Source: an optimization exercise on an open RTL-to-GDS flow (aim: small area, a short achievable clock period and few clock cycles per item). Production flows keep margins and buffers that such runs may drop. The RTL was checked by simulation tests, not by an equivalence proof against the original design. Power figures rest on the tool's default switching activity, not on a simulated workload.

==> config.mk <==
export PLATFORM = sky130hd
export DESIGN_NAME = pool_engine
export DESIGN_NICKNAME = pool_engine
export VERILOG_FILES = /design/flow/design.v
export SDC_FILE = /design/flow/constraint.sdc
export NUM_CORES = 4
export LEC_CHECK = 0
export ABC_CLOCK_PERIOD_IN_PS = 2000
export CAP_MARGIN = 20
export CORE_MARGIN = 2
export CORE_UTILIZATION = 65
export CTS_BUF_LIST = sky130_fd_sc_hd__clkbuf_8
export CTS_CLUSTER_DIAMETER = 40
export CTS_CLUSTER_SIZE = 16
export SETUP_SLACK_MARGIN = 4.1
export SLEW_MARGIN = 20
==> constraint.sdc <==
create_clock -name core_clock -period 6.0 [get_ports {clk}]
set_input_delay 1.2000 -clock core_clock [delete_from_list [all_inputs] [get_ports {clk}]]
set_output_delay 1.2000 -clock core_clock [all_outputs]
set_load 0.01 [all_outputs]
==> design.v <==
`timescale 1ns/100ps
package pool_pkg;
	typedef logic [16-1:0] word_t;
	typedef logic [16*16-1:0] atom_t;
	typedef logic [16+4-1:0] sum_t;
	typedef enum logic {
		POOL_MAX = 1'b0,	 
		POOL_AVE = 1'b1	 
	} pool_op_e;
	typedef struct packed {
		pool_op_e    op;
		logic [2:0]  win_shift;	 
		logic [15:0] n_windows;	 
	} pool_cfg_t;
endpackage
`timescale 1ns/100ps
module pool_engine (
	input  logic        clk,
	input  logic        rst,
	input  logic        i_start,
	input  logic [19:0] i_cfg,	 
	input  logic        i_in_valid,
	input  logic [15:0] i_in_data,
	output logic        o_in_credit,
	output logic        o_out_valid,
	output logic [15:0] o_out_data,
	input  logic        i_out_credit,
	output logic        o_busy,
	output logic        o_done
);
	logic        busy_q;	 
	logic        op_q;	 
	logic [2:0]  ws_q;	 
	logic [15:0] rem_q;	 
	logic [3:0]  mask;	 
	logic [2:0]  sh;	 
	logic [15:0] head_q;
	logic        hv_q;	 
	logic [15:0] mem [3];
	logic [2:0]  wr_sel;	 
	logic [2:0]  rd_sel;	 
	logic [2:0]  mocc;	 
	logic [15:0] mem_rd;
	logic        load_head, from_mem, to_mem;
	logic [3:0]  atom_q;	 
	logic        nfirst_q;	 
	logic        nlast_q;	 
	logic        nword0_q;	 
	logic [3:0]  chan_q;	 
	logic        ch15_q;	 
	logic [3:0]  since_q;	 
	logic        aligned_q;	 
	logic [3:0]  used_q;	 
	logic        pop, win_end;
	logic [3:0]  atom_nx;
	logic [15:0] rem_dec;
	logic        premask;	 
	logic [10:0] lo_sum;
	logic        gt;
	logic [9:0]  w_lo;
	logic [5:0]  w_hi;	 
	logic        w_c;	 
	logic        w_gt;	 
	logic        w_last, w_final;
	logic [19:0] ring [16];
	logic        s2_v, s2_final;
	assign mask    = 4'((5'd1 << ws_q) - 5'd1);
	assign sh      = op_q ? ws_q : 3'd0;
	assign pop     = hv_q && (!nword0_q || aligned_q) && (nlast_q || !used_q[3]);
	assign win_end = !nlast_q && ch15_q;
	assign atom_nx = nlast_q ? atom_q + 4'd1 : 4'd0;
	assign load_head = !hv_q || pop;
	assign from_mem  = load_head && mocc[0];
	assign to_mem    = i_in_valid && !(load_head && !mocc[0]);
	assign mem_rd    = ({16{rd_sel[0]}} & mem[0]) | ({16{rd_sel[1]}} & mem[1]) |
	                   ({16{rd_sel[2]}} & mem[2]);
	assign lo_sum  = {1'b0, ring[14][9:0]} + {1'b0, head_q[9:0]};
	assign gt      = (head_q > ring[14][15:0]);
	assign premask = !((pop && ch15_q) ? nlast_q : nfirst_q) &&
	                 (!(pop ? !win_end : nword0_q) || pop || (since_q == 4'd15));
	always_comb begin
		for (int i = 0; i < 16; i++) begin
			rem_dec[i] = rem_q[i] ^ ~|(rem_q & ((16'd1 << i) - 16'd1));
		end
	end
	always_ff @(posedge clk) begin
		for (int k = 0; k < 3; k++) begin
			if (!mocc[2] && wr_sel[k]) begin
				mem[k] <= i_in_data;
			end
		end
		if (load_head) begin
			head_q <= from_mem ? mem_rd : i_in_data;
		end
	end
	always_ff @(posedge clk or posedge rst) begin
		if (rst) begin
			hv_q     <= 1'b0;
			wr_sel   <= 3'd1;
			rd_sel   <= 3'd1;
			mocc     <= 3'd0;
			atom_q   <= 4'd0;
			nfirst_q <= 1'b0;
			nword0_q <= 1'b0;
			chan_q   <= 4'd0;
			ch15_q   <= 1'b0;
			used_q   <= 4'd0;
			w_last   <= 1'b0;
			w_final  <= 1'b0;
			s2_v     <= 1'b0;
			s2_final <= 1'b0;
			busy_q   <= 1'b0;
		end else begin
			if (load_head) begin
				hv_q <= mocc[0] || i_in_valid;
			end
			if (to_mem) begin
				wr_sel <= {wr_sel[1:0], wr_sel[2]};
			end
			if (from_mem) begin
				rd_sel <= {rd_sel[1:0], rd_sel[2]};
			end
			case ({to_mem, from_mem})
				2'b10:   mocc <= {mocc[1:0], 1'b1};
				2'b01:   mocc <= {1'b0, mocc[2:1]};
				default: ;
			endcase
			if (pop) begin
				chan_q   <= chan_q + 4'd1;
				ch15_q   <= (chan_q == 4'd14);
				nword0_q <= !win_end;
				if (ch15_q) begin
					atom_q   <= atom_nx;
					nfirst_q <= nlast_q;
				end
			end
			case ({pop && !nlast_q, i_out_credit})
				2'b10:   used_q <= {used_q[2:0], 1'b1};
				2'b01:   used_q <= {1'b0, used_q[3:1]};
				default: ;
			endcase
			w_last   <= pop && !nlast_q;
			w_final  <= pop && win_end && (rem_q == 16'd1);
			s2_v     <= w_last;
			s2_final <= w_final;
			busy_q   <= busy_q ? !s2_final : i_start;
		end
	end
	always_ff @(posedge clk) begin
		if (!busy_q) begin
			op_q    <= i_cfg[19];
			ws_q    <= i_cfg[18:16];
			rem_q   <= i_cfg[15:0];
			nlast_q <= (i_cfg[18:16] != 3'd0);
		end else begin
			if (pop && win_end) begin
				rem_q <= rem_dec;
			end
			if (pop && ch15_q) begin
				nlast_q <= (atom_nx != mask);
			end
		end
	end
	always_ff @(posedge clk) begin
		o_in_credit <= pop;
		o_out_valid <= s2_v;
		o_done      <= s2_final;
		o_busy      <= busy_q ? !s2_final : i_start;
	end
	always_ff @(posedge clk) begin
		since_q   <= pop ? 4'd0 : since_q + 4'd1;
		aligned_q <= pop || (since_q == 4'd15);
		w_lo      <= head_q[9:0];
		w_hi      <= pop ? head_q[15:10] : 6'd0;
		w_c       <= pop && op_q && lo_sum[10];
		w_gt      <= pop && !op_q && gt;
		ring[15]  <= {ring[14][19:10], (pop && op_q) ? lo_sum[9:0] : ring[14][9:0]};
		ring[0]   <= op_q ? {ring[15][19:10] + {4'd0, w_hi} + {9'd0, w_c}, ring[15][9:0]}
		                  : {4'd0, w_gt ? {w_hi, w_lo} : ring[15][15:0]};
		for (int i = 1; i < 14; i++) begin
			ring[i] <= ring[i-1];
		end
		ring[14]  <= premask ? 20'd0 : ring[13];
		o_out_data <= 16'(ring[0] >> sh);
	end
endmodule
==> flow/run.sh <==
#!/bin/bash
# The standard layout (standard.sh), with port buffers and clock tree options set here.
set -euo pipefail
export BUFFER_PORTS_ARGS="-buffer_cell sky130_fd_sc_hd__buf_2"
export CTS_ARGS="-sink_clustering_enable -repair_clock_nets -sink_clustering_size 16 -sink_clustering_max_diameter 40 -buf_list sky130_fd_sc_hd__clkbuf_8 -root_buf sky130_fd_sc_hd__clkbuf_16 -dont_use_dummy_load"
bash standard.sh > standard.log 2>&1
==> standard.sh <==
#!/bin/bash
# synth_recipe.tcl (not shown) runs the flow's synth.tcl, then flattens the netlist and writes it again
# the make line also repeats each setting of config.mk as NAME=value (left out here)
make -C /OpenROAD-flow-scripts/flow DESIGN_CONFIG=/design/flow/config.mk WORK_HOME=/design/flow/orfs CLKGATE_MAP_FILE= SYNTH_SCRIPT=/design/flow/synth_recipe.tcl "${@:-finish}"
==> results by group, run 1 <==
Synth
  – Count leader, synth: dfxtp_1
  – Synth Warn #: 3
  – Dominant synthesized flop cell: dfxtp_1
  – Top cells by count, synth: dfxtp_1, edfxtp_1, nand2_1, o21ai_0, inv_1
  – Post-synth top area cell: dfxtp_1
  – Async set or reset register ratio after synthesis: 6.28%
  – Cell variety after synth: 64
  – Number of synthesized flops with an enable pin: 85
  – Synth top area share: 50.1%
  – Mean post-synth cell area: 13.8 um2
  – Post-synth design cell area: 14500 um2
  – Post-synthesis sequential area ratio: 72.8%
  – Synth Register Bits: 478
  – Area contributors post-synth: dfxtp_1, edfxtp_1, dfrtp_1
  – Syn_nets: 1138
  – Synth Instances: 1051

Floorplanning
  – Rows: 54
  – IO Pins: 61
  – Core Box Area: 21900 um2
  – Initial Util: 66.3%
  – Die height: 153 um
  – Die area: 23500 um2
  – Chip width: 153 um

Routing
  – Iteration count of the initial detailed-routing pass: 6
  – Antenna-violating nets left: 0
  – Total number of vias: 7651
  – # DRC: 0
  – Iter 0 DRT Violations: 368
  – Drt via density: 5.32
  – DRT Wirelength: 23300 um
  – Wire length per cell: 16.2 um

Cells and area
  – Final net count: 1247
  – Fill count: 1448
  – Area Overhead vs Synth: 13.4%
  – Final core utilization: 75.2%
  – Share of layout cells above drive strength 1: 22.7%
  – Ant diodes: 0

Timing
  – RSZ-0062 raised after global routing: true
  – Slew Viols, Final: 0
  – Post-Route Skew: 72.2 ps
  – Final Critical Period: 2160 ps
  – Highest clock rate: 0.463 GHz
  – Setup TNS: 0 ps
  – Final Hold Viols: 0
  – Final setup vio count: 0
  – Pin slew with the least headroom to its limit: 863 ps
  – Max_slew headroom: 42.2%
  – Fin crit share: 36.0%

CTS
  – Num CTS Buffers: 43
  – Clock Tree Buf Depth: 3
  – Root buf cell: clkbuf_16
  – H-tree depth: 2
  – CTS tree: yes
  – Worst-path clk slew: 100 ps
  – CTS Sinks: 478
  – Cts-stage hold buffer count: 0
  – Skew-Pair Late Insertion Delay: 510 ps

Power
  – Sw power: 0.00198 W
  – Switching part of the total power: 26.3%
  – Comb power frac: 17.8%
  – Worst IR Drop VDD: 0.000292 V
  – Internal: 0.00554 W
  – Power per Cell Area: 457 nW/um2
  – Clock power frac: 21.6%
  – Static leakage: 6.67 nW
  – Sequential share of power: 60.6%

Critical path
  – Slowest CP cell: dfxtp_2
  – Worst path max stage delay: 360 ps
  – Critical setup path kind: register to output pin
  – Worst setup SP type: register
  – Worst EP required: 4800 ps
  – Worst-path maximum fanout: 1
  – Crit path buf inv count: 1
  – Crit end category: output pin
  – WP data arrival: 960 ps
  – Critical-path cell list: buf_6
  – Worst path top cell family by delay: flip-flops

Global routing
  – Initial antenna violation count: 0
  – GRT Residual Overflow: 0
  – Vias in the first global route: 7313
  – First-pass GRT wire length: 37300 um
  – All-Layer GR Usage: 19.8%
  – Largest net degree at the start of global routing: 31

Flow run
  – Max-capacitance violation count: 0

Placed design
  – Detailed Place HPWL: 14600 um
  – Routability cong.: 0.790
  – Port Buf Inserts: 60

Outcome
  – Outcome: timing/DRC/antenna clean

Min path
  – HP Class: register to register
-- flip-flops by register name, summed over array words and instances, names as in the netlist, 4 cells and up, named ones only --
register	cells
ring	320
mem	48
head_q	16
o_out_data	16
rem_q	16
w_lo	10
w_hi	6
atom_q	4
chan_q	4
since_q	4
used_q	4
-- cell type report --
| class | instances | area [um2] | area share (%) |
|---|---|---|---|
| Sequential cell | 478 | 10600 | 64.4 |
| Multi-Input combinational cell | 497 | 3970 | 24.1 |
| Tap cell | 280 | 350 | 2.13 |
| Inverter | 46 | 189 | 1.15 |
| Clock buffer | 43 | 648 | 3.94 |
| Timing Repair Buffer | 94 | 704 | 4.28 |
-- per-stage QoR --
step | total power (W) | setup slack (ps) | instance area, um2 | hold WS [ps] | instances
after floorplan | 0.00524 | 3940 | 14600 | 310 | 1051
after global placement | 0.00560 | 3460 | 15100 | 309 | 1365
after detailed placement | 0.00564 | 3400 | 15100 | 312 | 1365
after CTS | 0.00742 | 3820 | 16200 | 308 | 1427
after global routing | 0.00793 | 3800 | 16500 | 306 | 1438
final | 0.00752 | 3840 | 16500 | 304 | 1438
-- routing by layer --
metal	vias to the layer above	GRT usage (%)	wire, um
met2	174	30.2	10300
met1	3603	29.4	11500
met4	0	5.72	496
li1	3829	-	-
met3	45	3.80	994
met5	-	0	0
-- path summary, 6_finish.rpt --
check                         startpoint  slack [ps]  cells past startpoint             to
max                        o_out_data[1]        3840                      1  o_out_data[1]
max reg2reg                      ws_q[1]        3930                      6        nlast_q
max in group asynchronous            rst        4900                      3      wr_sel[0]
min reg2reg                  ring[1][14]         300                      0    ring[2][14]
min in group asynchronous            rst         770                      3        mocc[2]
min                          ring[1][14]         300                      0    ring[2][14]
-- worst register-to-register path, stage by stage, from the launching register on --
cell and delay [ps]:
edfxtp_1 410, or3_4 420, ha_4 290, xnor2_1 60
or3_1 320, a211oi_2 190, a31oi_1 110
-- cells by family (layout without fill, tap and decap cells) --
logic type / Yosys count / after routing / synth area share (%)
muxes: 62 / 62 / 5.24
AOI/OAI and AO/OA: 144 / 145 / 6.40
adders and majority gates: 46 / 46 / 4.12
and+or+nand+nor: 215 / 216 / 7.52
buffers and inverters: 78 / 183 / 2.19
DFF: 478 / 478 / 72.8
xor gates and xnor gates: 28 / 28 / 1.69
-- cell usage in the layout (no fill, tap or decap), drive strengths merged, types with 6 or more instances in the layout --
master,instances
a211oi,7
a21o,7
a21oi,33
a222oi,16
and2,29
buf,93
clkbuf,44
dfrtp,28
dfxtp,363
edfxtp,85
ha,43
inv,44
mux2,32
mux2i,22
mux4,8
nand2,68
nand2b,10
nand3,14
nand4,7
nor2,43
nor2b,10
nor3,9
nor4,8
o21ai,53
or3,6
xnor2,18
xor2,10
-- timing repair --
item,4_1_cts,5_1_grt
cloned,1,2
endpoints found under the hold margin,0,0
endpoints found under the setup margin,131,92
pin swaps,16,18
setup buffers,18,9
gates resized for setup,58,48
-- power by group through the flow --
| stage | logic (W) | registers [W] | clock network [W] |
|---|---|---|---|
| final | 0.00134 | 0.00456 | 0.00162 |
| after CTS | 0.00119 | 0.00455 | 0.00168 |
| after detailed placement | 0.00105 | 0.00459 | 0 |
| after global placement | 0.00102 | 0.00458 | 0 |
| after global routing | 0.00149 | 0.00465 | 0.00179 |
| after floorplan | 0.000790 | 0.00445 | 0 |
Testbench counts, summed over its fixed seeds: cycles 41,208, words 40,688.
==> run 2: changes to the inputs <==
--- a/config.mk
+++ b/config.mk
@@ -13,4 +13,4 @@
 export CTS_CLUSTER_DIAMETER = 40
 export CTS_CLUSTER_SIZE = 16
-export SETUP_SLACK_MARGIN = 4.1
+export SETUP_SLACK_MARGIN = 3.5
 export SLEW_MARGIN = 20
==> run 2 against run 1 <==
- still clean
- flip-flop and latch count is the same
- via count fell by 2.2%
- non-clock buffer count down 25
- critical path depth rose by 5
- routed wire length shrank 2.7%
- power is 3.6% lower
- sequential power about the same
- setup slack worse by 190 ps
- clock skew grew 8.1 ps
- hold slack worse by 15 ps
- final cell count fell by 1.7%
==> results by group, run 2 <==
Synth
  – Synth Register Bits: 478
  – Synth Instances: 1051
  – Syn_nets: 1138
  – Top cells by count, synth: dfxtp_1, edfxtp_1, nand2_1, o21ai_0, inv_1
  – Post-synth top area cell: dfxtp_1
  – Area contributors post-synth: dfxtp_1, edfxtp_1, dfrtp_1
  – Synth top area share: 50.1%
  – Dominant synthesized flop cell: dfxtp_1
  – Synth Warn #: 3
  – Async set or reset register ratio after synthesis: 6.28%
  – Post-synthesis sequential area ratio: 72.8%
  – Post-synth design cell area: 14500 um2
  – Count leader, synth: dfxtp_1
  – Mean post-synth cell area: 13.8 um2
  – Number of synthesized flops with an enable pin: 85
  – Cell variety after synth: 64

Outcome
  – Outcome: timing/DRC/antenna clean

Power
  – Worst IR Drop VDD: 0.000250 V
  – Power per Cell Area: 459 nW/um2
  – Static leakage: 6.45 nW

Timing
  – Slew Viols, Final: 0
  – Setup TNS: 0 ps
  – Pin slew with the least headroom to its limit: 1020 ps
  – Max_slew headroom: 31.6%
  – Fin crit share: 39.2%
  – Highest clock rate: 0.425 GHz
  – Final setup vio count: 0
  – Post-Route Skew: 80.3 ps
  – Final Hold Viols: 0
  – WHS: 289 ps
  – Final Critical Period: 2350 ps
  – RSZ-0062 raised after global routing: true

Min path
  – Hold Path Stages: 0
  – HP Class: register to register

Routing
  – Antenna-violating nets left: 0
  – Drt via density: 5.29
  – # DRC: 0
  – Total number of vias: 7480
  – DRT Wirelength: 22700 um
  – Iteration count of the initial detailed-routing pass: 5
  – Iter 0 DRT Violations: 492
  – Wire length per cell: 16.0 um

CTS
  – Root buf cell: clkbuf_16
  – Num CTS Buffers: 45
  – CTS tree: yes
  – Worst-path clk slew: 70 ps
  – Skew-Pair Late Insertion Delay: 520 ps
  – Clock Tree Buf Depth: 3
  – CTS Sinks: 478
  – H-tree depth: 2

Floorplanning
  – Die area: 23500 um2
  – Die height: 153 um
  – Initial Util: 66.3%
  – Chip width: 153 um
  – IO Pins: 61
  – Core Box Area: 21900 um2
  – Rows: 54

Cells and area
  – Multi-input gate area: 3640 um2
  – Biggest regs: ring: 320 flops, mem: 48 flops
  – Share of layout cells above drive strength 1: 15.1%
  – Leading cell type in the layout, fill and taps excluded: dfxtp_1
  – Area Overhead vs Synth: 8.71%
  – Fill count: 1555
  – Sequential cell area: 10600 um2
  – Max reg flops: 320
  – Final net count: 1222
  – Fin area: 15800 um2
  – Biggest register: ring
  – Ant diodes: 0
  – Most frequent cells in the layout: dfxtp_1, edfxtp_1, nand2_1, buf_2, o21ai_0

Critical path
  – Reg2reg path depth: 6
  – Crit path buf inv count: 0
  – Worst path max stage delay: 470 ps
  – Worst setup SP type: register
  – WP data arrival: 2540 ps
  – Slowest CP cell: edfxtp_1
  – Worst-path maximum fanout: 5
  – Most frequent CP cell: or3_1
  – Stages on worst setup path: 6
  – Worst path top cell family by delay: simple AND/OR/NAND/NOR gates
  – Worst EP required: 6190 ps
  – Critical-path cell list: or3_1, ha_1, xnor2_1, or3_1, a211oi_1, a31oi_1
  – Critical setup path kind: register to register
  – Crit end category: register

Placed design
  – Port Buf Inserts: 60
  – Detailed Place HPWL: 14800 um
  – Routability cong.: 0.863
  – Placed inst area: 15100 um2

Global routing
  – First-pass GRT wire length: 36200 um
  – Vias in the first global route: 7171
  – Largest net degree at the start of global routing: 37
  – GRT Residual Overflow: 0
  – All-Layer GR Usage: 19.3%
  – Initial antenna violation count: 0

Flow run
  – Max-capacitance violation count: 0
-- run 2: changes by cell type in the layout (fill, tap and decap cells not counted), moves of 4 or more --
| cell | previous run | this run |
|---|---|---|
| a21oi_1 | 28 | 33 |
| a21oi_2 | 5 | 0 |
| dfxtp_1 | 338 | 363 |
| inv_1 | 39 | 43 |
| buf_2 | 42 | 60 |
| buf_6 | 21 | 1 |
| ha_1 | 36 | 43 |
| nand2_1 | 61 | 66 |
| buf_4 | 28 | 8 |
| ha_4 | 4 | 0 |
| dfxtp_2 | 25 | 0 |
-- run 2: worst paths after layout --
check	from	endpoint	slack, ps
max	ws_q[2]	nlast_q	3650
max in group asynchronous	rst	chan_q[1]	4800
min reg2reg	ring[2][0]	ring[3][0]	290
min	ring[2][0]	ring[3][0]	290
min in group asynchronous	rst	chan_q[0]	790
max reg2reg	ws_q[2]	nlast_q	3650
-- run 2: worst register-to-register path: stages (launching register included) --
cell and delay, ps:
edfxtp_1 470, or3_1 410, ha_1 370, xnor2_1 140, or3_1 300, a211oi_1 260
a31oi_1 110
-- run 2: layout make-up --
type,instances,share of cell area (%)
inverters,46,1.09
clock buffers,45,4.28
multi-input cells,495,23.0
well taps,280,2.22
repair buffers,69,2.35
flip-flops and latches,478,67.0
-- run 2: report_power, final --
group          switching, W  internal [W]  total (W)
clock network      0.000908      0.000745    0.00165
registers          0.000387       0.00416    0.00455
logic              0.000576      0.000470    0.00105
-- run 2: cell families (layout without fill, tap and decap cells) --
family / after synthesis / count (layout) / synth area share (%)
flops: 478 / 478 / 72.8
mux: 62 / 62 / 5.24
xor+xnor: 28 / 28 / 1.69
buf+inv: 78 / 160 / 2.19
fa+ha+maj: 46 / 46 / 4.12
simple gates: 215 / 215 / 7.52
compound gates: 144 / 144 / 6.40
-- run 2: metal layers --
metal / track usage (%) / wire length (um) / share of wire, %
met2: 28.9 / 9780 / 43
met4: 6.07 / 483 / 2.1
met1: 29.2 / 11300 / 50
met3: 3.52 / 1120 / 4.9
met5: 0 / 0 / 0
-- run 2: what timing repair did --
item,in CTS,in global routing
resized for setup,2,1
hold buffers,0,0
buffers inserted,1,4
setup endpoints to repair,16,45
-- run 2: metrics by stage --
stage / cells / power [W] / utilization [%] / setup slack, ps
finish: 1413 / 0.00725 / 72.1 / 3650
global placement: 1363 / 0.00561 / 68.8 / 3310
detailed placement: 1363 / 0.00565 / 68.8 / 3260
CTS: 1409 / 0.00732 / 71.9 / 3560
floorplan: 1051 / 0.00522 / - / 3740
global route: 1413 / 0.00765 / 72.1 / 3480
==> run 3: changes to the inputs <==
--- a/config.mk
+++ b/config.mk
@@ -6,4 +6,5 @@
 export NUM_CORES = 4
 export LEC_CHECK = 0
+export ABC_AREA = 1
 export ABC_CLOCK_PERIOD_IN_PS = 2000
 export CAP_MARGIN = 20
@@ -13,4 +14,4 @@
 export CTS_CLUSTER_DIAMETER = 40
 export CTS_CLUSTER_SIZE = 16
-export SETUP_SLACK_MARGIN = 3.5
+export SETUP_SLACK_MARGIN = 4.0
 export SLEW_MARGIN = 20
==> run 3 against run 2 <==
- non-clock buffer count grew 16
- area after synthesis grew 0.97%
- still clean
- count of clock-buffer cells in the layout shrank 1
- combinational power grew about 20%
- utilization grew 1.9 points
- largest cell class unchanged
- flip-flop and latch count is the same
- die area grew 0.95%
- critical path type is now register to output pin
==> results by group, run 3 <==
Min path
  – HP Class: register to register

Synth
  – Synth Warn #: 3
  – Top cells by count, synth: dfxtp_1, nand2_1, inv_1, nor2_1, edfxtp_1
  – Area contributors post-synth: dfxtp_1, edfxtp_1, nand2_1
  – Syn_nets: 1352
  – Synth Register Bits: 478
  – Mean post-synth cell area: 11.6 um2
  – Post-synth design cell area: 14700 um2
  – Synth Instances: 1265
  – Dominant synthesized flop cell: dfxtp_1
  – Async set or reset register ratio after synthesis: 6.28%
  – Post-synth top area cell: dfxtp_1
  – Post-synthesis sequential area ratio: 72.1%
  – Synth top area share: 49.6%
  – Cell variety after synth: 40
  – Count leader, synth: dfxtp_1
  – Number of synthesized flops with an enable pin: 85

Timing
  – Slew Viols, Final: 0
  – Max_slew headroom: 52.4%
  – RSZ-0062 raised after global routing: true
  – Fin worst setup slack: 3850 ps
  – Highest clock rate: 0.465 GHz
  – Fin crit share: 35.8%
  – Final setup vio count: 0
  – Setup TNS: 0 ps
  – Post-Route Skew: 54.9 ps
  – Pin slew with the least headroom to its limit: 712 ps
  – Final Hold Viols: 0
  – Final Critical Period: 2150 ps

Routing
  – Total number of vias: 8392
  – Drt via density: 5.09
  – Iter 0 DRT Violations: 433
  – # DRC: 0
  – Iteration count of the initial detailed-routing pass: 6
  – Antenna-violating nets left: 0
  – DRT Wirelength: 24400 um
  – Wire length per cell: 14.8 um

Cells and area
  – Biggest register: ring
  – Most frequent cells in the layout: dfxtp_1, nand2_1, inv_1, nor2_1, edfxtp_1
  – Fin area: 16300 um2
  – Max reg flops: 320
  – Fill count: 1520
  – Biggest regs: ring: 320 flops, mem: 48 flops
  – Area Overhead vs Synth: 10.9%
  – Leading cell type in the layout, fill and taps excluded: dfxtp_1
  – Final net count: 1458
  – Share of layout cells above drive strength 1: 13.4%
  – Ant diodes: 0

Critical path
  – Worst setup SP type: register
  – Critical-path cell list: buf_2
  – Worst-path maximum fanout: 1
  – Crit end category: output pin
  – Reg2reg setup slack: 4070 ps
  – Slowest CP cell: dfxtp_1
  – Worst path max stage delay: 320 ps
  – Crit path buf inv count: 1
  – WP data arrival: 950 ps
  – Worst EP required: 4800 ps
  – Critical setup path kind: register to output pin
  – Worst path top cell family by delay: flip-flops

Floorplanning
  – Die area: 23800 um2
  – Core Box Area: 22000 um2
  – Chip width: 154 um
  – Initial Util: 66.7%
  – IO Pins: 61
  – Rows: 54
  – Die height: 154 um

CTS
  – Num CTS Buffers: 44
  – Skew-Pair Late Insertion Delay: 510 ps
  – Worst-path clk slew: 80 ps
  – H-tree depth: 2
  – CTS Sinks: 478
  – Root buf cell: clkbuf_16
  – Clock Tree Buf Depth: 3
  – CTS tree: yes

Power
  – Total Power: 0.00767 W
  – Worst IR Drop VDD: 0.000229 V
  – Static leakage: 6.85 nW
  – Power per Cell Area: 472 nW/um2

Placed design
  – Placed inst area: 15200 um2
  – Port Buf Inserts: 60
  – Routability cong.: 0.917
  – Worst setup slack after placement: 3400 ps
  – Detailed Place HPWL: 15500 um

Flow run
  – Max-capacitance violation count: 0

Global routing
  – Initial antenna violation count: 0
  – GRT Residual Overflow: 0
  – Largest net degree at the start of global routing: 37
  – Vias in the first global route: 8092
  – All-Layer GR Usage: 20.7%
  – First-pass GRT wire length: 39400 um

Outcome
  – Outcome: timing/DRC/antenna clean
-- run 3: cell count changes after synthesis, sizes merged, moves of 16 or more --
cell,before,now
nand4,7,25
o21ai,52,82
a222oi,16,0
nor2,43,90
nand2,68,238
and2,29,0
nand3,13,34
mux2,32,10
inv,45,124
-- run 3: routing by layer --
layer	routed length (um)	GRT usage, %	share of wire, %	up-vias
met5	0	0	0	-
met4	670	7.34	2.7	0
met3	1020	3.80	4.2	61
met2	10700	31.8	44	174
met1	12100	30.0	49	3869
li1	-	-	-	4288
-- run 3: cells by family (layout without fill, tap and decap cells) --
logic type	count (synthesis)	in the layout	synth area share [%]
adders and majority gates	46	46	4.08
buffers and inverters	152	255	4.11
muxes	22	22	1.59
AOI/OAI and AO/OA	152	152	5.75
xor gates and xnor gates	13	13	0.777
and+or+nand+nor	402	403	11.6
DFF	478	478	72.1
-- run 3: stage by stage --
stage / hold WS [ps] / utilization (%) / instances
final: 284 / 74.0 / 1649
after global routing: 283 / 74.0 / 1649
after CTS: 288 / 73.1 / 1639
after detailed placement: 312 / 69.2 / 1582
after global placement: 310 / 69.2 / 1582
after floorplan: 310 / - / 1265
-- run 3: power by group --
part | internal, W | switching (W) | total, W
clock | 0.000732 | 0.000916 | 0.00165
sequential | 0.00436 | 0.000400 | 0.00476
combinational | 0.000501 | 0.000762 | 0.00126
-- run 3: cell type report --
class / instances / area [um2] / share of cell area [%]
multi-input combinational: 636 / 3610 / 22.2
tap: 280 / 350 / 2.16
clock buffer: 44 / 662 / 4.07
inverter: 126 / 487 / 2.99
sequential: 478 / 10600 / 65.1
timing repair buffer: 85 / 563 / 3.46
-- run 3: worst paths after layout --
check	start	endpoint	depth (start not counted)
setup / recovery	o_out_data[3]	o_out_data[3]	1
hold / removal	ring[2][11]	ring[3][11]	0
setup reg to reg	op_q	ring[0][5]	4
hold reg to reg	ring[2][11]	ring[3][11]	0
max in group asynchronous	rst	atom_q[3]	2
min in group asynchronous	rst	wr_sel[1]	2
-- run 3: what timing repair did --
item,CTS,global route
pin swaps,2,4
cloned,1,0
setup buffers,12,10
hold buffers,0,0
resized for setup,18,32
hold endpoints to repair,0,0
setup endpoints to repair,118,61
==> run 4: changes to the inputs <==
--- a/config.mk
+++ b/config.mk
@@ -6,5 +6,4 @@
 export NUM_CORES = 4
 export LEC_CHECK = 0
-export ABC_AREA = 1
 export ABC_CLOCK_PERIOD_IN_PS = 2000
 export CAP_MARGIN = 20
@@ -14,4 +13,4 @@
 export CTS_CLUSTER_DIAMETER = 40
 export CTS_CLUSTER_SIZE = 16
-export SETUP_SLACK_MARGIN = 4.0
+export SETUP_SLACK_MARGIN = 3.7
 export SLEW_MARGIN = 20
==> run 4 against run 3 <==
- still clean on timing, DRC and antenna
- utilization is 1.8 points lower
- hold slack better by 7.4 ps
- die area is 0.94% lower
- clock power hardly changed
- clock skew is 24 ps higher
- global-route usage is 1.3 points lower
- register-to-register slack worse by 220 ps
- area after synthesis is 0.96% lower
- count of clock-buffer cells in the layout is 1 higher
- final cell count is 14% lower
- critical path depth stayed put
==> results by group, run 4 <==
Critical path
  – Worst path top cell family by delay: flip-flops
  – Critical-path cell list: buf_2
  – Critical setup path kind: register to output pin
  – Crit path buf inv count: 1
  – Worst EP required: 4800 ps
  – WP data arrival: 1010 ps
  – Worst path max stage delay: 350 ps
  – Worst-path maximum fanout: 1
  – Worst setup SP type: register
  – Crit end category: output pin
  – Slowest CP cell: dfxtp_1

Timing
  – Max_slew headroom: 31.5%
  – WHS: 292 ps
  – Slew Viols, Final: 0
  – Pin slew with the least headroom to its limit: 1030 ps
  – Final Critical Period: 2210 ps
  – Fin crit share: 36.8%
  – Highest clock rate: 0.453 GHz
  – Final setup vio count: 0
  – Fin worst setup slack: 3790 ps
  – Final Hold Viols: 0
  – Setup TNS: 0 ps
  – RSZ-0062 raised after global routing: false
  – Post-Route Skew: 78.6 ps

Floorplanning
  – Core Box Area: 21900 um2
  – Die height: 153 um
  – Rows: 54
  – IO Pins: 61
  – Initial Util: 66.3%
  – Die area: 23500 um2
  – Chip width: 153 um

Synth
  – Cell variety after synth: 64
  – Post-synth design cell area: 14500 um2
  – Mux cell area share after synthesis: 5.24%
  – Async set or reset register ratio after synthesis: 6.28%
  – Mean post-synth cell area: 13.8 um2
  – Synth Warn #: 3
  – Top cells by count, synth: dfxtp_1, edfxtp_1, nand2_1, o21ai_0, inv_1
  – Post-synth top area cell: dfxtp_1
  – Post-synthesis sequential area ratio: 72.8%
  – Simple-gate share of the synthesized area: 7.52%
  – Area contributors post-synth: dfxtp_1, edfxtp_1, dfrtp_1
  – Synth top area share: 50.1%
  – Compound-Gate Fraction of Synth Area: 6.40%
  – Main combinational cell family by area after synthesis: simple AND/OR/NAND/NOR gates
  – Synth Instances: 1051
  – Number of synthesized flops with an enable pin: 85
  – Synth Area in Adders: 4.12%
  – XOR/XNOR share of the synthesized area: 1.69%
  – Dominant synthesized flop cell: dfxtp_1
  – Synth Register Bits: 478
  – Syn_nets: 1138
  – Count leader, synth: dfxtp_1

CTS
  – CTS Sinks: 478
  – Clock Tree Buf Depth: 3
  – Skew-Pair Late Insertion Delay: 520 ps
  – Root buf cell: clkbuf_16
  – Worst-path clk slew: 90 ps
  – H-tree depth: 2
  – CTS tree: yes
  – Num CTS Buffers: 45

Placed design
  – Worst setup slack after placement: 3260 ps
  – Port Buf Inserts: 60
  – Detailed Place HPWL: 14800 um
  – Routability cong.: 0.863
  – Placed cell count: 1363

Global routing
  – First-pass GRT wire length: 36400 um
  – Largest net degree at the start of global routing: 37
  – All-Layer GR Usage: 19.5%
  – Initial antenna violation count: 0
  – Vias in the first global route: 7198
  – GRT Residual Overflow: 0

Routing
  – DRT Wirelength: 22700 um
  – Iter 0 DRT Violations: 487
  – Wire length per cell: 16.1 um
  – Iteration count of the initial detailed-routing pass: 6
  – # DRC: 0
  – Drt via density: 5.31
  – Antenna-violating nets left: 0
  – Total number of vias: 7505

Power
  – Total Power: 0.00725 W
  – Worst IR Drop VDD: 0.000249 V
  – Power per Cell Area: 458 nW/um2
  – Static leakage: 6.46 nW

Cells and area
  – Fin cells: 1413
  – Fill count: 1557
  – Biggest register: ring
  – Share of layout cells above drive strength 1: 15.4%
  – Leading cell type in the layout, fill and taps excluded: dfxtp_1
  – Biggest regs: ring: 320 flops, mem: 48 flops
  – Area Overhead vs Synth: 8.91%
  – Ant diodes: 0
  – Most frequent cells in the layout: dfxtp_1, edfxtp_1, nand2_1, buf_2, o21ai_0
  – Final net count: 1222
  – Max reg flops: 320

Flow run
  – Max-capacitance violation count: 0

Outcome
  – Outcome: timing/DRC/antenna clean

Min path
  – HP Class: register to register
## run 4: cell types whose count changed after synthesis, moves of 12 or more
cell      change
o21a_1       -14
nand3_1      -21
nand4_1      -18
nor2_1       -45
inv_1        -77
mux2_2       +22
xnor2_1      +12
nand2_1     -167
and2_1       +29
a222oi_1     +16
o21ai_0      -31
## run 4: through the flow
stage	util, %	area (um2)
floorplan	-	14500
global placement	68.8	15100
detailed placement	68.8	15100
CTS	72.1	15800
global route	72.2	15800
finish	72.2	15800
## run 4: kinds of logic (layout without fill, tap and decap cells)
logic type      after synthesis  in the layout
fa+ha+maj                    46             46
xor+xnor                     28             28
buf+inv                      78            160
compound gates              144            144
flops                       478            478
simple gates                215            215
mux                          62             62
## run 4: report_power, final
part / switching (W) / total, W / internal, W
sequential: 0.000386 / 0.00454 / 0.00416
clock: 0.000908 / 0.00165 / 0.000746
combinational: 0.000578 / 0.00105 / 0.000473
total: 0.00187 / 0.00725 / 0.00538
## run 4: final timing paths
kind / start / to / slack [ps] / depth (start not counted)
worst max-delay path: o_out_data[0] / o_out_data[0] / 3790 / 1
worst min-delay path: ring[2][0] / ring[3][0] / 290 / 0
worst max register to register: op_q / o_out_data[9] / 3850 / 3
worst min register to register: ring[2][0] / ring[3][0] / 290 / 0
max in group asynchronous: rst / busy_q / 4770 / 2
min in group asynchronous: rst / chan_q[0] / 790 / 2
## run 4: repair_timing
action,in CTS,in global routing
hold buffers,0,0
setup buffers,5,0
hold endpoints to repair,0,0
setup endpoints to repair,54,46
resized for setup,4,6
## run 4: area by class of cell
class	instances	area [um2]	area share, %
Clock buffer	45	676	4.27
Inverter	46	175	1.11
Multi-Input combinational cell	495	3660	23.1
Sequential cell	478	10600	66.9
Tap cell	280	350	2.22
Timing Repair Buffer	69	375	2.37
## run 4: metal layers
metal  GRT usage, %  wire length [um]  up-vias
li1               -                 -     3773
met5              0                 0        -
met3           3.52              1060       46
met1           29.1             11400     3514
met4           6.07               489        0
met2           29.3              9820      172
==> run 5: changes to the inputs <==
--- a/config.mk
+++ b/config.mk
@@ -13,4 +13,4 @@
 export CTS_CLUSTER_DIAMETER = 40
 export CTS_CLUSTER_SIZE = 16
-export SETUP_SLACK_MARGIN = 3.7
+export SETUP_SLACK_MARGIN = 3.9
 export SLEW_MARGIN = 20
==> run 5 against run 4 <==
- clock skew down 24 ps
- final cell count up 0.50%
- flip-flop and latch count unchanged
- synthesized cell count unchanged
- setup slack better by 63 ps
- sequential power about the same
- critical path depth unchanged
- count of clock-buffer cells in the layout down 2
- routed wire length up 0.81%
- design area up 1.9%
- largest power group unchanged
- highest routed layer unchanged
==> results by group, run 5 <==
Cells and area
  – Final net count: 1229
  – Share of layout cells above drive strength 1: 19.2%
  – Most frequent cells in the layout: dfxtp_1, edfxtp_1, nand2_1, o21ai_0, nor2_1
  – Ant diodes: 0
  – Area Overhead vs Synth: 11.0%
  – Max reg flops: 320
  – Fill count: 1467
  – Biggest regs: ring: 320 flops, mem: 48 flops
  – Fin area: 16100 um2
  – Leading cell type in the layout, fill and taps excluded: dfxtp_1
  – Biggest register: ring
  – Final core utilization: 73.6%

CTS
  – Worst-path clk slew: 90 ps
  – CTS Sinks: 478
  – Root buf cell: clkbuf_16
  – H-tree depth: 2
  – Num CTS Buffers: 43
  – Skew-Pair Late Insertion Delay: 490 ps
  – Clock Tree Buf Depth: 3
  – Cts-stage hold buffer count: 0
  – CTS tree: yes

Synth
  – Post-synthesis sequential area ratio: 72.8%
  – Post-synth design cell area: 14500 um2
  – Cell variety after synth: 64
  – Top cells by count, synth: dfxtp_1, edfxtp_1, nand2_1, o21ai_0, inv_1
  – Synth Instances: 1051
  – Async set or reset register ratio after synthesis: 6.28%
  – Synth Register Bits: 478
  – Post-synth top area cell: dfxtp_1
  – Mean post-synth cell area: 13.8 um2
  – Syn_nets: 1138
  – Count leader, synth: dfxtp_1
  – Area contributors post-synth: dfxtp_1, edfxtp_1, dfrtp_1
  – Dominant synthesized flop cell: dfxtp_1
  – Number of synthesized flops with an enable pin: 85
  – Synth Warn #: 3
  – Synth top area share: 50.1%

Routing
  – Total number of vias: 7529
  – Wire length per cell: 16.2 um
  – Iteration count of the initial detailed-routing pass: 7
  – Antenna-violating nets left: 0
  – DRT Wirelength: 22900 um
  – Iter 0 DRT Violations: 321
  – Drt via density: 5.30
  – # DRC: 0

Global routing
  – Vias in the first global route: 7222
  – All-Layer GR Usage: 19.4%
  – First-pass GRT wire length: 36600 um
  – Initial antenna violation count: 0
  – Largest net degree at the start of global routing: 37
  – GRT Residual Overflow: 0

Critical path
  – Critical-path cell list: buf_6
  – Worst-path maximum fanout: 1
  – Worst setup SP type: register
  – Worst EP required: 4800 ps
  – Worst path max stage delay: 350 ps
  – Crit end category: output pin
  – WP data arrival: 940 ps
  – Crit path buf inv count: 1
  – Critical setup path kind: register to output pin
  – Slowest CP cell: dfxtp_2
  – Worst path top cell family by delay: flip-flops

Timing
  – Post-Route Skew: 54.6 ps
  – Max_slew headroom: 36.0%
  – Pin slew with the least headroom to its limit: 957 ps
  – Slew Viols, Final: 0
  – RSZ-0062 raised after global routing: true
  – Final Critical Period: 2140 ps
  – WHS: 296 ps
  – Highest clock rate: 0.466 GHz
  – Setup TNS: 0 ps
  – Fin worst setup slack: 3860 ps
  – Final setup vio count: 0
  – Fin crit share: 35.7%
  – Final Hold Viols: 0

Power
  – Sw power: 0.00190 W
  – Switching part of the total power: 25.9%
  – Clock power frac: 22.0%
  – Static leakage: 6.54 nW
  – Worst IR Drop VDD: 0.000221 V
  – Sequential share of power: 62.0%
  – Comb power frac: 16.0%
  – Power per Cell Area: 456 nW/um2
  – Internal: 0.00545 W

Placed design
  – Detailed Place HPWL: 14600 um
  – Placed inst area: 15100 um2
  – Routability cong.: 0.826
  – Worst setup slack after placement: 3250 ps
  – Port Buf Inserts: 60

Floorplanning
  – Die area: 23500 um2
  – Initial Util: 66.3%
  – Die height: 153 um
  – IO Pins: 61
  – Chip width: 153 um
  – Core Box Area: 21900 um2
  – Rows: 54

Flow run
  – Max-capacitance violation count: 0

Min path
  – HP Class: register to register

Outcome
  – Outcome: timing/DRC/antenna clean
run 5: metrics by stage:
step | total power (W) | instances
2_1_floorplan | 0.00522 | 1051
3_3_place_gp | 0.00561 | 1363
3_5_place_dp | 0.00565 | 1363
4_1_cts | 0.00735 | 1414
5_1_grt | 0.00776 | 1420
6_report | 0.00735 | 1420
run 5: cell families after synthesis:
family	after synthesis	synth area share (%)
adders and majority gates	46	4.12
DFF	478	72.8
AOI/OAI and AO/OA	144	6.40
muxes	62	5.24
xor gates and xnor gates	28	1.69
buffers and inverters	78	2.19
and+or+nand+nor	215	7.52
run 5: path summary, 6_finish.rpt:
path                               startpoint       endpoint  slack [ps]  cells past startpoint
worst max-delay path            o_out_data[3]  o_out_data[3]        3860                      1
worst min-delay path              ring[1][16]    ring[2][16]         300                      0
worst max register to register        ws_q[1]        nlast_q        3910                      6
worst min register to register    ring[1][16]    ring[2][16]         300                      0
max in group asynchronous                 rst      wr_sel[0]        4910                      3
min in group asynchronous                 rst      chan_q[0]         770                      3
run 5: what timing repair did:
action	CTS	global route
pin swaps	3	9
gates resized for setup	43	24
setup endpoints to repair	80	51
gates cloned	0	1
buffers inserted	8	5
run 5: area by class of cell:
type | count | area [um2] | share of cell area, %
well taps | 280 | 350 | 2.17
inverters | 46 | 175 | 1.09
multi-input cells | 495 | 3750 | 23.2
flip-flops and latches | 478 | 10600 | 65.8
clock buffers | 43 | 648 | 4.02
repair buffers | 78 | 594 | 3.69
run 5: power groups by stage:
| stage | registers (W) | clock network, W | logic (W) |
|---|---|---|---|
| 3_5_place_dp | 0.00460 | 0 | 0.00104 |
| 5_1_grt | 0.00465 | 0.00179 | 0.00132 |
| 4_1_cts | 0.00457 | 0.00167 | 0.00111 |
| 6_report | 0.00456 | 0.00162 | 0.00118 |
| 3_3_place_gp | 0.00460 | 0 | 0.00101 |
| 2_1_floorplan | 0.00444 | 0 | 0.000777 |
run 5: per-layer routing:
metal / global-route usage, % / share of wire, % / routed length [um]
met3: 4.05 / 5.5 / 1260
met2: 28.9 / 43 / 9870
met4: 5.94 / 2.2 / 500
met5: 0 / 0 / 0
met1: 29.0 / 49 / 11300
==> run 6: changes to the inputs <==
--- a/config.mk
+++ b/config.mk
@@ -6,4 +6,5 @@
 export NUM_CORES = 4
 export LEC_CHECK = 0
+export ABC_AREA = 1
 export ABC_CLOCK_PERIOD_IN_PS = 2000
 export CAP_MARGIN = 20
==> run 6 against run 5 <==
- clock skew increased by 9.2 ps
- power increased by 3.8%
- first-iteration DRC count increased by 62%
- area after synthesis increased by 0.97%
- sequential share of layout area decreased by 0.31 points
- final cell count increased by 16%
- register-to-register slack improved by 150 ps
- clock power increased by 2%
- combinational power about the same
- setup slack got worse by 3.8 ps
- sequential power increased by 4.6%
- still clean on timing, DRC and antenna
- critical path depth unchanged
==> results by group, run 6 <==
Global routing
  – Vias in the first global route: 7962
  – Initial antenna violation count: 0
  – Largest net degree at the start of global routing: 37
  – GRT Residual Overflow: 0
  – First-pass GRT wire length: 38700 um
  – All-Layer GR Usage: 20.3%

Critical path
  – Critical setup path kind: register to output pin
  – Worst-path maximum fanout: 1
  – Critical-path cell list: buf_6
  – Slowest CP cell: dfxtp_2
  – Crit path buf inv count: 1
  – Worst path max stage delay: 340 ps
  – WP data arrival: 950 ps
  – Worst setup SP type: register
  – Worst path top cell family by delay: flip-flops
  – Crit end category: output pin
  – Worst EP required: 4800 ps

Synth
  – Number of synthesized flops with an enable pin: 85
  – Post-synth design cell area: 14700 um2
  – Post-synth top area cell: dfxtp_1
  – Synth Register Bits: 478
  – Mean post-synth cell area: 11.6 um2
  – Synth Instances: 1265
  – Top cells by count, synth: dfxtp_1, nand2_1, inv_1, nor2_1, edfxtp_1
  – Syn_nets: 1352
  – Async set or reset register ratio after synthesis: 6.28%
  – Area contributors post-synth: dfxtp_1, edfxtp_1, nand2_1
  – Synth Warn #: 3
  – Count leader, synth: dfxtp_1
  – Post-synthesis sequential area ratio: 72.1%
  – Cell variety after synth: 40
  – Synth top area share: 49.6%
  – Dominant synthesized flop cell: dfxtp_1

Timing
  – Max_slew headroom: 42.4%
  – RSZ-0062 raised after global routing: true
  – Setup TNS: 0 ps
  – Slew Viols, Final: 0
  – Final setup vio count: 0
  – Fin crit share: 35.8%
  – WHS: 283 ps
  – Final Critical Period: 2150 ps
  – Post-Route Skew: 63.8 ps
  – Fin worst setup slack: 3850 ps
  – Pin slew with the least headroom to its limit: 863 ps
  – Highest clock rate: 0.465 GHz
  – Final Hold Viols: 0

Flow run
  – Max-capacitance violation count: 0

Routing
  – Iter 0 DRT Violations: 519
  – Total number of vias: 8327
  – Antenna-violating nets left: 0
  – # DRC: 0
  – Iteration count of the initial detailed-routing pass: 6
  – Drt via density: 5.07
  – DRT Wirelength: 23900 um
  – Wire length per cell: 14.5 um

Floorplanning
  – Core Box Area: 22000 um2
  – IO Pins: 61
  – Die area: 23800 um2
  – Rows: 54
  – Die height: 154 um
  – Chip width: 154 um
  – Initial Util: 66.7%

CTS
  – Root buf cell: clkbuf_16
  – H-tree depth: 2
  – Num CTS Buffers: 45
  – CTS Sinks: 478
  – Clock Tree Buf Depth: 3
  – Worst-path clk slew: 90 ps
  – Skew-Pair Late Insertion Delay: 510 ps
  – CTS tree: yes

Placed design
  – Detailed Place HPWL: 15400 um
  – Routability cong.: 0.896
  – Port Buf Inserts: 60
  – Placed inst area: 15200 um2
  – Worst setup slack after placement: 3430 ps

Outcome
  – Outcome: timing/DRC/antenna clean

Cells and area
  – Biggest regs: ring: 320 flops, mem: 48 flops
  – Fin area: 16200 um2
  – Max reg flops: 320
  – Leading cell type in the layout, fill and taps excluded: dfxtp_1
  – Biggest register: ring
  – Most frequent cells in the layout: dfxtp_1, nand2_1, inv_1, edfxtp_1, nor2_1
  – Share of layout cells above drive strength 1: 12.6%
  – Ant diodes: 0
  – Final net count: 1451
  – Area Overhead vs Synth: 10.3%
  – Final core utilization: 73.7%

Power
  – Power per Cell Area: 472 nW/um2
  – Static leakage: 6.82 nW
  – Worst IR Drop VDD: 0.000288 V

Min path
  – HP Class: register to register
[run 6: cell types whose count changed in the layout (fill, tap and decap cells not counted), sizes merged, moves of 21 or more]
cell	previous run	this run
and2	29	0
inv	45	125
mux2	32	10
nand2	68	238
nand3	13	34
nor2	43	92
o21ai	52	82
[run 6: routing by layer]
metal,vias to the layer above,routed length [um],track usage (%)
met5,-,0,0
met4,0,425,6.10
met3,42,1200,4.06
met2,186,10400,31.3
met1,3811,11800,29.6
li1,4288,-,-
[run 6: stage by stage]
step           std cells  power [W]
3_5_place_dp        1582    0.00594
2_1_floorplan       1265    0.00551
5_1_grt             1642    0.00809
6_report            1642    0.00763
4_1_cts             1632    0.00766
3_3_place_gp        1581    0.00590
[run 6: final timing paths]
path	slack, ps	startpoint	cells past startpoint	endpoint
max in group asynchronous	4600	rst	3	wr_sel[0]
min in group asynchronous	780	rst	2	atom_q[2]
setup / recovery	3850	o_in_credit	1	o_in_credit
setup reg to reg	4060	nlast_q	9	ring[14][11]
hold / removal	280	ring[2][11]	0	ring[3][11]
hold reg to reg	280	ring[2][11]	0	ring[3][11]
[run 6: cell families after synthesis]
group           share of synthesized area [%]
xor+xnor                                0.777
buf+inv                                  4.11
mux                                      1.59
simple gates                             11.6
fa+ha+maj                                4.08
compound gates                           5.75
flops                                    72.1
[run 6: layout make-up]
type,count,area (um2)
clock buffers,45,676
fillers,1537,5790
inverters,126,484
multi-input cells,637,3560
flip-flops and latches,478,10600
well taps,280,350
repair buffers,76,515
[run 6: where the power goes]
group	internal [W]	switching, W
Clock	0.000745	0.000913
Combinational	0.000477	0.000732
Sequential	0.00437	0.000399
Total	0.00559	0.00204
[run 6: repair_timing]
item,CTS,global route
cloned,1,1
resized for setup,19,29
pin swaps,2,2
hold buffers,0,0
endpoints found under the hold margin,0,0
buffers inserted,4,9
endpoints found under the setup margin,77,69
==> run 7: changes to the inputs <==
--- a/config.mk
+++ b/config.mk
@@ -6,5 +6,4 @@
 export NUM_CORES = 4
 export LEC_CHECK = 0
-export ABC_AREA = 1
 export ABC_CLOCK_PERIOD_IN_PS = 2000
 export CAP_MARGIN = 20
@@ -14,4 +13,5 @@
 export CTS_CLUSTER_DIAMETER = 40
 export CTS_CLUSTER_SIZE = 16
+export PLACE_DENSITY = 0.75
 export SETUP_SLACK_MARGIN = 3.9
 export SLEW_MARGIN = 20
==> run 7 against run 6 <==
- area after synthesis decreased by 0.96%
- routed wire length increased by 1.6%
- critical path depth unchanged
- hold slack improved by 18 ps
- first-iteration DRC count decreased by 31%
- sequential power decreased by 4%
- clock power about the same
- count of clock-buffer cells in the layout increased by 1
- global-route usage increased by 0.27 points
- non-clock buffer count increased by 2
- register-to-register slack got worse by 180 ps
- largest power group unchanged
==> results by group, run 7 <==
Outcome
  – Outcome: timing/DRC/antenna clean

Floorplanning
  – Die area: 23500 um2
  – Chip width: 153 um
  – IO Pins: 61
  – Rows: 54
  – Initial Util: 66.3%
  – Core Box Area: 21900 um2
  – Die height: 153 um

CTS
  – Clock Tree Buf Depth: 3
  – H-tree depth: 2
  – CTS Sinks: 478
  – Cts-stage hold buffer count: 0
  – Num CTS Buffers: 46
  – CTS tree: yes
  – Root buf cell: clkbuf_16
  – Worst-path clk slew: 100 ps
  – Skew-Pair Late Insertion Delay: 510 ps

Critical path
  – Reg2reg setup slack: 3880 ps
  – Worst setup SP type: register
  – Worst path max stage delay: 370 ps
  – Crit end category: output pin
  – Worst-path maximum fanout: 1
  – Worst EP required: 4800 ps
  – Critical setup path kind: register to output pin
  – Worst path top cell family by delay: flip-flops
  – Slowest CP cell: dfxtp_2
  – WP data arrival: 990 ps
  – Crit path buf inv count: 1
  – Critical-path cell list: buf_6

Global routing
  – Vias in the first global route: 7757
  – First-pass GRT wire length: 38800 um
  – GRT Residual Overflow: 0
  – Initial antenna violation count: 1
  – All-Layer GR Usage: 20.6%
  – Largest net degree at the start of global routing: 31

Power
  – Sw power: 0.00196 W
  – Power per Cell Area: 461 nW/um2
  – Static leakage: 6.58 nW
  – Sequential share of power: 61.3%
  – Worst IR Drop VDD: 0.000244 V
  – Clock power frac: 22.5%
  – Comb power frac: 16.2%
  – Internal: 0.00551 W
  – Switching part of the total power: 26.3%

Synth
  – Mean post-synth cell area: 13.8 um2
  – Post-synth design cell area: 14500 um2
  – Area contributors post-synth: dfxtp_1, edfxtp_1, dfrtp_1
  – Dominant synthesized flop cell: dfxtp_1
  – Async set or reset register ratio after synthesis: 6.28%
  – Number of synthesized flops with an enable pin: 85
  – Top cells by count, synth: dfxtp_1, edfxtp_1, nand2_1, o21ai_0, inv_1
  – Synth Register Bits: 478
  – Count leader, synth: dfxtp_1
  – Synth Warn #: 3
  – Synth Instances: 1051
  – Post-synthesis sequential area ratio: 72.8%
  – Syn_nets: 1138
  – Post-synth top area cell: dfxtp_1
  – Cell variety after synth: 64
  – Synth top area share: 50.1%

Routing
  – Wire length per cell: 17.0 um
  – Antenna-violating nets left: 0
  – Total number of vias: 7736
  – DRT Wirelength: 24300 um
  – # DRC: 0
  – Drt via density: 5.43
  – Iter 0 DRT Violations: 358
  – Iteration count of the initial detailed-routing pass: 5

Timing
  – Final Hold Viols: 0
  – Fin crit share: 36.5%
  – Post-Route Skew: 75.5 ps
  – Max_slew headroom: 38.1%
  – Highest clock rate: 0.457 GHz
  – Slew Viols, Final: 0
  – Fin worst setup slack: 3810 ps
  – Final Critical Period: 2190 ps
  – RSZ-0062 raised after global routing: true
  – Setup TNS: 0 ps
  – Final setup vio count: 0
  – Pin slew with the least headroom to its limit: 926 ps

Cells and area
  – Biggest regs: ring: 320 flops, mem: 48 flops
  – Most frequent cells in the layout: dfxtp_1, edfxtp_1, nand2_1, o21ai_0
  – Ant diodes: 0
  – Biggest register: ring
  – Max reg flops: 320
  – Area Overhead vs Synth: 11.6%
  – Leading cell type in the layout, fill and taps excluded: dfxtp_1
  – Share of layout cells above drive strength 1: 19.4%
  – Final net count: 1233
  – Fill count: 1426

Placed design
  – Detailed Place HPWL: 15100 um
  – Worst setup slack after placement: 3290 ps
  – Port Buf Inserts: 60
  – Routability cong.: 0.842

Min path
  – HP Class: register to register

Flow run
  – Max-capacitance violation count: 0
==> run 7: cell count changes after synthesis, sizes merged, moves of 21 or more <==
cell | previous run | this run
nor2 | 90 | 43
mux2 | 10 | 32
nand3 | 34 | 13
o21ai | 82 | 52
nand2 | 238 | 68
and2 | 0 | 29
inv | 124 | 45
==> run 7: timing repair <==
item / CTS / global route
gates resized for setup: 46 / 24
setup buffers: 12 / 2
cloned: 2 / 1
endpoints found under the setup margin: 95 / 51
pin swaps: 4 / 5
==> run 7: power groups by stage <==
stage,Clock (W),Sequential [W],Combinational [W]
6_report,0.00168,0.00458,0.00121
5_1_grt,0.00184,0.00467,0.00135
4_1_cts,0.00173,0.00458,0.00115
3_5_place_dp,0,0.00462,0.00104
3_3_place_gp,0,0.00459,0.00101
2_1_floorplan,0,0.00444,0.000777
==> run 7: worst paths after layout <==
kind | cells past startpoint | to | start
worst max register to register | 6 | nlast_q | ws_q[2]
max in group asynchronous | 2 | hv_q | rst
min in group asynchronous | 2 | used_q[0] | rst
worst min register to register | 0 | ring[5][16] | ring[4][16]
worst max-delay path | 1 | o_out_data[0] | o_out_data[0]
worst min-delay path | 0 | ring[5][16] | ring[4][16]
==> run 7: metrics by stage <==
stage                     power (W)  utilization, %  cells  instance area, um2  hold WS [ps]
after detailed placement    0.00566            68.8   1361               15100           312
after global placement      0.00560            68.8   1361               15100           310
after CTS                   0.00746            73.5   1421               16100           301
final                       0.00747            74.0   1424               16200           301
after floorplan             0.00522               -   1051               14500           310
after global routing        0.00787            74.0   1424               16200           300
==> run 7: layer usage <==
| metal | track usage, % | share of wire, % |
|---|---|---|
| met1 | 29.4 | 47 |
| met2 | 31.7 | 45 |
| met3 | 4.20 | 5.1 |
| met4 | 7.56 | 2.9 |
| met5 | 0 | 0 |
==> run 7: area by class of cell <==
cell class | count | area, um2 | share of cell area [%]
tap | 280 | 350 | 2.16
multi-input combinational | 496 | 3770 | 23.3
sequential | 478 | 10600 | 65.4
inverter | 46 | 178 | 1.10
clock buffer | 46 | 689 | 4.26
timing repair buffer | 78 | 611 | 3.77
==> run 7: cells by family after synthesis <==
kind of cell | share of synthesized area (%)
buffers and inverters | 2.19
AND/OR/NAND/NOR | 7.52
adder cells (fa/ha/maj) | 4.12
XOR/XNOR | 1.69
flip-flops | 72.8
multiplexers | 5.24
AO/OA/AOI/OAI | 6.40
==> run 8: changes to the inputs <==
--- a/config.mk
+++ b/config.mk
@@ -9,9 +9,8 @@
 export CAP_MARGIN = 20
 export CORE_MARGIN = 2
-export CORE_UTILIZATION = 65
+export CORE_UTILIZATION = 75
 export CTS_BUF_LIST = sky130_fd_sc_hd__clkbuf_8
 export CTS_CLUSTER_DIAMETER = 40
 export CTS_CLUSTER_SIZE = 16
-export PLACE_DENSITY = 0.75
 export SETUP_SLACK_MARGIN = 3.9
 export SLEW_MARGIN = 20
==> run 8 against run 7 <==
- still clean on timing, DRC and antenna
- combinational power rose by 3%
- utilization rose by 12 points
- critical path depth did not move
- clock skew fell by 20 ps
- routed wire length rose by 11%
- first-iteration DRC count rose by 51%
- power rose by 0.74%
- design area fell by 0.24%
- sequential power rose by 0.9%
- final cell count fell by 1.4%
- hold slack improved by 1.4 ps
==> results by group, run 8 <==
Outcome
  – Outcome: timing/DRC/antenna clean

Power
  – Internal: 0.00547 W
  – Worst IR Drop VDD: 0.000290 V
  – Sw power: 0.00205 W
  – Clock power frac: 22.1%
  – Total Power: 0.00752 W
  – Sequential share of power: 61.3%
  – Switching part of the total power: 27.3%
  – Comb power frac: 16.6%
  – Static leakage: 6.57 nW
  – Power per Cell Area: 466 nW/um2

CTS
  – Num CTS Buffers: 43
  – Clock Tree Buf Depth: 3
  – CTS tree: yes
  – Skew-Pair Late Insertion Delay: 520 ps
  – H-tree depth: 2
  – Worst-path clk slew: 90 ps
  – Cts-stage hold buffer count: 0
  – CTS Sinks: 478
  – Root buf cell: clkbuf_16

Placed design
  – Placed inst area: 15000 um2
  – Detailed Place HPWL: 15600 um
  – Routability cong.: 0.842
  – Placed cell count: 1341
  – Port Buf Inserts: 60

Critical path
  – CP Launch Point: o_out_data[3]
  – Worst-path maximum fanout: 1
  – R2r endpoint: nlast_q
  – Critical setup path kind: register to output pin
  – Critical-path cell list: buf_6
  – Crit path to: o_out_data[3]
  – Crit path buf inv count: 1
  – Stages on worst setup path: 1
  – WP data arrival: 990 ps
  – Worst r2r src: ws_q[2]
  – Worst path max stage delay: 360 ps
  – Worst EP required: 4800 ps
  – Worst path top cell family by delay: flip-flops
  – Reg2reg path depth: 6
  – Reg2reg setup slack: 3840 ps
  – Slowest CP cell: dfxtp_2
  – Crit end category: output pin
  – Worst setup SP type: register

Timing
  – WHS: 302 ps
  – Slew Viols, Final: 0
  – Final setup vio count: 0
  – Setup TNS: 0 ps
  – Final Critical Period: 2190 ps
  – Highest clock rate: 0.456 GHz
  – RSZ-0062 raised after global routing: true
  – Post-Route Skew: 55.9 ps
  – Pin slew with the least headroom to its limit: 896 ps
  – Fin crit share: 36.6%
  – Max_slew headroom: 40.1%
  – Final Hold Viols: 0

Synth
  – Synth top area share: 50.1%
  – Syn_nets: 1138
  – Count leader, synth: dfxtp_1
  – Post-synthesis sequential area ratio: 72.8%
  – Synth Instances: 1051
  – Mean post-synth cell area: 13.8 um2
  – Post-synth top area cell: dfxtp_1
  – Post-synth design cell area: 14500 um2
  – Cell variety after synth: 64
  – Top cells by count, synth: dfxtp_1, edfxtp_1, nand2_1, o21ai_0, inv_1
  – Area contributors post-synth: dfxtp_1, edfxtp_1, dfrtp_1
  – Synth Warn #: 3
  – Async set or reset register ratio after synthesis: 6.28%
  – Dominant synthesized flop cell: dfxtp_1
  – Synth Register Bits: 478
  – Number of synthesized flops with an enable pin: 85

Flow run
  – Max-capacitance violation count: 0

Routing
  – Iteration count of the initial detailed-routing pass: 5
  – # DRC: 0
  – Iter 0 DRT Violations: 540
  – Antenna-violating nets left: 0
  – Total number of vias: 7925
  – Drt via density: 5.64
  – DRT Wirelength: 27000 um
  – Wire length per cell: 19.3 um

Global routing
  – Largest net degree at the start of global routing: 31
  – First-pass GRT wire length: 41400 um
  – All-Layer GR Usage: 26.7%
  – GRT Residual Overflow: 0
  – Vias in the first global route: 7981
  – Initial antenna violation count: 0

Cells and area
  – Final net count: 1233
  – Share of layout cells above drive strength 1: 19.5%
  – Sequential cell area: 10600 um2
  – Ant diodes: 0
  – Most frequent cells in the layout: dfxtp_1, edfxtp_1, nand2_1, o21ai_0, nor2_1
  – Biggest regs: ring: 320 flops, mem: 48 flops
  – Leading cell type in the layout, fill and taps excluded: dfxtp_1
  – Fill count: 882
  – Fin area: 16200 um2
  – Max reg flops: 320
  – Multi-input gate area: 3760 um2
  – Area Overhead vs Synth: 11.3%
  – Fin cells: 1404
  – Biggest register: ring

Floorplanning
  – Chip width: 143 um
  – Rows: 50
  – IO Pins: 61
  – Die height: 143 um
  – Core Box Area: 18800 um2
  – Initial Util: 77.1%
  – Die area: 20500 um2

Min path
  – Hold Path Stages: 0
  – HP Class: register to register
## run 8: metrics by stage
| stage | setup slack, ps | utilization [%] |
|---|---|---|
| final | 3810 | 85.8 |
| after global routing | 3750 | 85.8 |
| after CTS | 3800 | 85.0 |
| after detailed placement | 3240 | 79.9 |
| after global placement | 3340 | 79.9 |
| after floorplan | 3910 | - |
## run 8: repair_timing
| item | CTS | global route |
|---|---|---|
| endpoints found under the setup margin | 100 | 57 |
| hold endpoints to repair | 0 | 0 |
| setup buffers | 12 | 6 |
| cloned | 2 | 0 |
| resized for setup | 43 | 28 |
| pin swaps | 4 | 7 |
## run 8: kinds of logic (layout without fill, tap and decap cells)
| group | count (synthesis) | after routing | synth area share, % |
|---|---|---|---|
| AO/OA/AOI/OAI | 144 | 144 | 6.40 |
| buffers and inverters | 78 | 170 | 2.19 |
| AND/OR/NAND/NOR | 215 | 216 | 7.52 |
| multiplexers | 62 | 62 | 5.24 |
| flip-flops | 478 | 478 | 72.8 |
| adder cells (fa/ha/maj) | 46 | 46 | 4.12 |
| XOR/XNOR | 28 | 28 | 1.69 |
## run 8: cell type report
cell class | count | share of cell area [%]
Clock buffer | 43 | 4.01
Timing Repair Buffer | 81 | 3.98
Multi-Input combinational cell | 496 | 23.3
Tap cell | 260 | 2.01
Sequential cell | 478 | 65.6
Inverter | 46 | 1.08
## run 8: worst min-delay path by stage
| stage | startpoint | to | slack, ps |
|---|---|---|---|
| floorplan | ring[9][0] | ring[10][0] | 310 |
| global placement | ring[3][2] | ring[4][2] | 310 |
| detailed placement | ring[1][17] | ring[2][17] | 310 |
| CTS | ring[11][0] | ring[12][0] | 290 |
| global route | ring[2][0] | ring[3][0] | 300 |
| finish | ring[2][0] | ring[3][0] | 300 |
## run 8: power by group through the flow
| stage | Clock, W | Sequential (W) | Combinational (W) |
|---|---|---|---|
| floorplan | 0 | 0.00444 | 0.000777 |
| global route | 0.00180 | 0.00468 | 0.00137 |
| detailed placement | 0 | 0.00462 | 0.00105 |
| finish | 0.00166 | 0.00462 | 0.00125 |
| global placement | 0 | 0.00458 | 0.00100 |
| CTS | 0.00167 | 0.00459 | 0.00117 |
## run 8: layer usage
metal | vias up | global-route usage [%] | wire (um)
li1 | 3794 | - | -
met1 | 3798 | 34.6 | 11500
met2 | 268 | 44.5 | 13200
met3 | 65 | 5.06 | 1450
met4 | 0 | 10.9 | 872
met5 | - | 0 | 0

-- what the ideal ports hide --
How much do the figures lean on ideal ports? The routed layouts below were timed once more, with nothing changed but the port constraints.
Step 1 (the two cells are an assumption about what drives the block):
set clk [get_ports {clk}]
set_driving_cell -lib_cell sky130_fd_sc_hd__clkbuf_16 $clk
set_driving_cell -lib_cell sky130_fd_sc_hd__buf_2 [delete_from_list [all_inputs] $clk]
Step 2 adds t to the input delays and takes it off the output delays; t is the mean of the earliest and latest rising clock arrival at the registers after step 1. Input paths then give back, and output paths get back, about the clock's delay inside the block.
Three values: ideal ports, drivers, drivers and shift; two values: the first two.
run	shift t [ns]	setup WS [ns]	worst register clock-pin slew, ns	pins driven straight from the clock port
run 1	0.520	3.840 / 3.793 / 3.926	0.10 / 0.10	1
run 2	0.527	3.649 / 3.649 / 3.649	0.09 / 0.09	1
run 3	0.522	3.851 / 3.806 / 3.847	0.10 / 0.10	1
run 4	0.527	3.792 / 3.745 / 3.808	0.09 / 0.09	1
run 5	0.522	3.855 / 3.809 / 3.871	0.09 / 0.09	1
run 6	0.527	3.851 / 3.803 / 3.816	0.10 / 0.10	1
run 7	0.523	3.810 / 3.765 / 3.877	0.10 / 0.10	1
run 8	0.531	3.806 / 3.762 / 3.782	0.10 / 0.10	1
After both steps every run listed still meets setup and hold. For run 6, which loses most, drivers alone change the setup slack by -0.048 ns; drivers and shift together by -0.035 ns.
